This design comes from an exercise in tuning for small area and a short achievable clock period on the open sky130 flow, not from production work.
The RTL was checked by simulation tests, not by an equivalence proof against the original design.

==> wip/cedar <==
// calc_op_master
module calc_op_master #(
  parameter int WIDTH   = 32,
  parameter int TIMEOUT = 64,
  parameter int CNT_W   = 16
) (
  input  logic             clk,
  input  logic             rst,
  input  logic             cmd_valid,
  output logic             cmd_ready,
  input  logic [1:0]       cmd_op,
  input  logic [WIDTH-1:0] cmd_a,
  input  logic [WIDTH-1:0] cmd_b,
  output logic [1:0]       calc_ctrl,
  output logic [WIDTH-1:0] calc_a,
  output logic [WIDTH-1:0] calc_b,
  output logic             calc_din_valid,
  input  logic             calc_stall_out,
  output logic             calc_stall_in,
  input  logic [WIDTH-1:0] calc_out,
  input  logic             calc_dout_valid,
  output logic             res_valid,
  input  logic             res_ready,
  output logic [WIDTH-1:0] res_data,
  output logic [1:0]       res_op,
  output logic             res_err,
  output logic             res_dz,
  output logic             res_timeout,
  output logic [CNT_W-1:0] op_cnt,
  output logic [CNT_W-1:0] err_cnt
);
  localparam logic [1:0] IDLE = 2'd0, ISSUE = 2'd1, WAIT_RES = 2'd2, REPORT = 2'd3;
  localparam logic [5:0] TIMER_LAST = 6'(TIMEOUT - 1);
  localparam logic [CNT_W-1:0] CNT_MAX = '1;
  logic [1:0] state_reg;
  logic [5:0] timer_reg;
  assign cmd_ready     = (state_reg == IDLE);
  assign calc_stall_in = (state_reg == WAIT_RES);
  wire        is_div = (calc_ctrl == 2'd3);
  wire        dz     = is_div && (calc_b == '0);
  wire [31:0] mx     = is_div ? calc_out : calc_a;
  wire rs1 = calc_b[0] ^ 1'b0 ^ 1'b0;
  wire rc2 = (calc_b[0] & 1'b0) | (calc_b[0] & 1'b0) | (1'b0 & 1'b0);
  wire rs3, rc4;
  calc_op_master_fa u_rs3 (.a(calc_b[1]), .b(calc_b[0]), .c(rc2), .s(rs3), .co(rc4));
  wire rs5, rc6;
  ...
export LEC_CHECK = 0
export ABC_AREA = 1
export CAP_MARGIN = 20
export CORE_MARGIN = 2
export CORE_UTILIZATION = 40
export SLEW_MARGIN = 20
export SYNTH_HIERARCHICAL = 1
export SYNTH_MINIMUM_KEEP_SIZE = 0
create_clock -name core_clock -period 100.0 [get_ports {clk}]
run.sh (not shown) runs the stock make flow with config.mk's settings and CLKGATE_MAP_FILE= SYNTH_SCRIPT=/design/flow/synth_recipe.tcl, a recipe that flattens the netlist after the stock synthesis.
==> inputs of wip/onyx, as changes to wip/cedar <==
==> flow/flow/run.sh (new file) <==
#!/bin/bash
# The standard layout (standard.sh) with two changes in effort, none in constraints:
# - the ports are buffered by the smallest plain buffer (buf_1) instead of the delay buffer
#   buffer_ports picks by default;
# - the timing repair steps aim for extra setup slack (SETUP_SLACK_MARGIN), so that they
#   shorten the calc_out-to-res_err paths, which otherwise meet the 100 ns clock untouched.
set -euo pipefail
bash standard.sh 'BUFFER_PORTS_ARGS=-buffer_cell sky130_fd_sc_hd__buf_1' \
  SETUP_SLACK_MARGIN=75 finish > standard_flow.log 2>&1
==> flow/standard.sh (new file) <==
#!/bin/bash
# synth_recipe.tcl (not shown) runs the flow's synth.tcl, then flattens the netlist and writes it again
# the make line also repeats each setting of config.mk as NAME=value (left out here)
make -C /OpenROAD-flow-scripts/flow DESIGN_CONFIG=/design/flow/config.mk WORK_HOME=/design/flow/orfs CLKGATE_MAP_FILE= SYNTH_SCRIPT=/design/flow/synth_recipe.tcl "${@:-finish}"
removed: flow/run.sh
==> results.txt <==
Cell count along the critical path: wip/onyx 24; wip/cedar 28
1st-pass router iterations: wip/onyx 8; wip/cedar 6
Number of instances in the placed design: wip/onyx 3436; wip/cedar 3438
Met2 Routed Length: wip/onyx 42.5 mm; wip/cedar 44.0 mm
Share of the final layout cell area in multi-input gates: wip/onyx 67.9%; wip/cedar 65.2%
Clock latency of the later-clocked register in the worst-skew pair: wip/onyx 0.50 ns; wip/cedar 0.51 ns
Time the worst path needs with I/O delays and setup: wip/onyx 25.71 ns; wip/cedar 27.61 ns
Result of the run: wip/onyx complete, no violations; wip/cedar complete, no violations
Post-placement worst setup slack: wip/onyx 72.78 ns; wip/cedar 71.98 ns
GR Util met2: wip/onyx 54.7%; wip/cedar 56.5%


==> 02-27 <==
calc_op_master, a different RTL version from the one above (not shown whole).
## calc_op_master
module calc_op_master #(
  parameter int WIDTH   = 32,
  parameter int TIMEOUT = 64,
  parameter int CNT_W   = 16
) (
  input  logic             clk,
  input  logic             rst,
  input  logic             cmd_valid,
  output logic             cmd_ready,
  input  logic [1:0]       cmd_op,
  input  logic [WIDTH-1:0] cmd_a,
  input  logic [WIDTH-1:0] cmd_b,
  output logic [1:0]       calc_ctrl,
  output logic [WIDTH-1:0] calc_a,
  output logic [WIDTH-1:0] calc_b,
  output logic             calc_din_valid,
  input  logic             calc_stall_out,
  output logic             calc_stall_in,
  input  logic [WIDTH-1:0] calc_out,
  input  logic             calc_dout_valid,
  output logic             res_valid,
  input  logic             res_ready,
  output logic [WIDTH-1:0] res_data,
  output logic [1:0]       res_op,
  output logic             res_err,
  output logic             res_dz,
  output logic             res_timeout,
  output logic [CNT_W-1:0] op_cnt,
  output logic [CNT_W-1:0] err_cnt
);
  localparam logic [1:0] IDLE = 2'd0, ISSUE = 2'd1, WAIT_RES = 2'd2, REPORT = 2'd3;
  localparam logic [5:0] TIMER_LAST = 6'(TIMEOUT - 1);
  localparam logic [CNT_W-1:0] CNT_MAX = '1;
  logic [1:0] state_reg;
  logic [5:0] timer_reg;
  assign cmd_ready     = (state_reg == IDLE);
  assign calc_stall_in = (state_reg == WAIT_RES);
  wire        is_div = (calc_ctrl == 2'd3);
  wire        dz     = is_div && (calc_b == '0);
  wire [31:0] mx     = is_div ? calc_out : calc_a;
  ...
export LEC_CHECK = 0
export ABC_AREA = 1
export CAP_MARGIN = 20
export CORE_MARGIN = 2
export CORE_UTILIZATION = 40
export SLEW_MARGIN = 20
export SYNTH_HIERARCHICAL = 1
export SYNTH_MINIMUM_KEEP_SIZE = 0
create_clock -name core_clock -period 100.0 [get_ports {clk}]
standard.sh (not shown) runs the stock make flow with config.mk's settings and CLKGATE_MAP_FILE= SYNTH_SCRIPT=/design/flow/synth_recipe.tcl, a recipe that flattens the netlist after the stock synthesis.
==> flow/flow/run.sh <==
#!/bin/bash
# The standard layout (standard.sh) with two changes in effort, none in constraints:
# - the ports are buffered by the smallest plain buffer (buf_1) instead of the delay buffer
#   buffer_ports picks by default;
# - the floorplan step's timing repair (gate sizing only) aims for extra setup slack
#   (SETUP_SLACK_MARGIN), so that it strengthens the weak drivers on the calc_out-to-res_err
#   paths, which otherwise meet the 100 ns clock untouched. The later steps run as standard.
set -euo pipefail
bash standard.sh 'BUFFER_PORTS_ARGS=-buffer_cell sky130_fd_sc_hd__buf_1' \
  SETUP_SLACK_MARGIN=76 floorplan > standard_flow_floorplan.log 2>&1
bash standard.sh 'BUFFER_PORTS_ARGS=-buffer_cell sky130_fd_sc_hd__buf_1' \
  finish > standard_flow.log 2>&1
==> 03-06 (differences from 02-27) <==
==> flow/flow/run.sh (replaced) <==
#!/bin/bash
# The standard layout (standard.sh) with changes in effort only, none in constraints:
# - the ports are buffered by the smallest plain buffer (buf_1) instead of the delay buffer
#   buffer_ports picks by default;
# - the timing repair steps aim for extra setup slack (SETUP_SLACK_MARGIN), so that they
#   strengthen the calc_out-to-res_err paths, which otherwise meet the 100 ns clock untouched;
#   after placement they may remove buffers, resize cells, swap pins and split loads.
set -euo pipefail
BUF='BUFFER_PORTS_ARGS=-buffer_cell sky130_fd_sc_hd__buf_1'
bash standard.sh "$BUF" SETUP_SLACK_MARGIN=76 floorplan > standard_flow_floorplan.log 2>&1
bash standard.sh "$BUF" SETUP_SLACK_MARGIN=76 SETUP_MOVE_SEQUENCE=unbuffer,sizeup,swap,split \
  finish > standard_flow.log 2>&1
- CTS_BUF_LIST: default -> sky130_fd_sc_hd__clkbuf_4 sky130_fd_sc_hd__clkbuf_8
- PLACE_DENSITY: default -> 0.92
==> summary of the runs <==
In 03-06 the hold slack is better than in 02-27, by 0.0035 ns.
Against 03-06, the register-to-register slack of 02-27 is higher by 0.18 ns.
Of 02-27 and 03-06, 02-27 has the higher global-route usage (gap 1.1 points).
In 03-06 the maximum frequency is higher than in 02-27, by 3.9%.

re-timing with driven ports:
The flow's constraints put no driver on any port. The routed layouts listed below were extracted and timed again, unchanged, in two steps. Step 1: set_driving_cell puts a clkbuf_16 on clk and a buf_2 on each other input, an assumption about the parent block. Step 2 also shifts input and output timing later by t, the mid clock arrival at the registers, as if the neighbouring blocks saw the same clock. Slacks: ideal ports / drivers / drivers and shift; pairs: ideal ports / drivers.
run | shift t [ns] | setup WS [ns] | hold WS [ns] | worst setup path at the end | slew at the worst register clock pin (ns)
wip/cedar | 0.564 | 72.388 / 72.408 / 71.845 | 0.462 / 0.462 / 0.462 | input to register | 0.10 / 0.10
wip/onyx | 0.554 | 74.290 / 74.315 / 73.760 | 0.462 / 0.462 / 0.462 | input to register | 0.09 / 0.09
02-27 | 0.545 | 73.160 / 73.203 / 72.658 | 0.461 / 0.461 / 0.461 | input to register | 0.09 / 0.09
03-06 | 0.654 | 74.175 / 74.208 / 73.554 | 0.465 / 0.465 / 0.465 | input to register | 0.11 / 0.11
After both steps every run listed still meets setup and hold. The setup slack of 03-06, which loses most, moves by +0.033 ns with the drivers and by -0.621 ns with both steps.
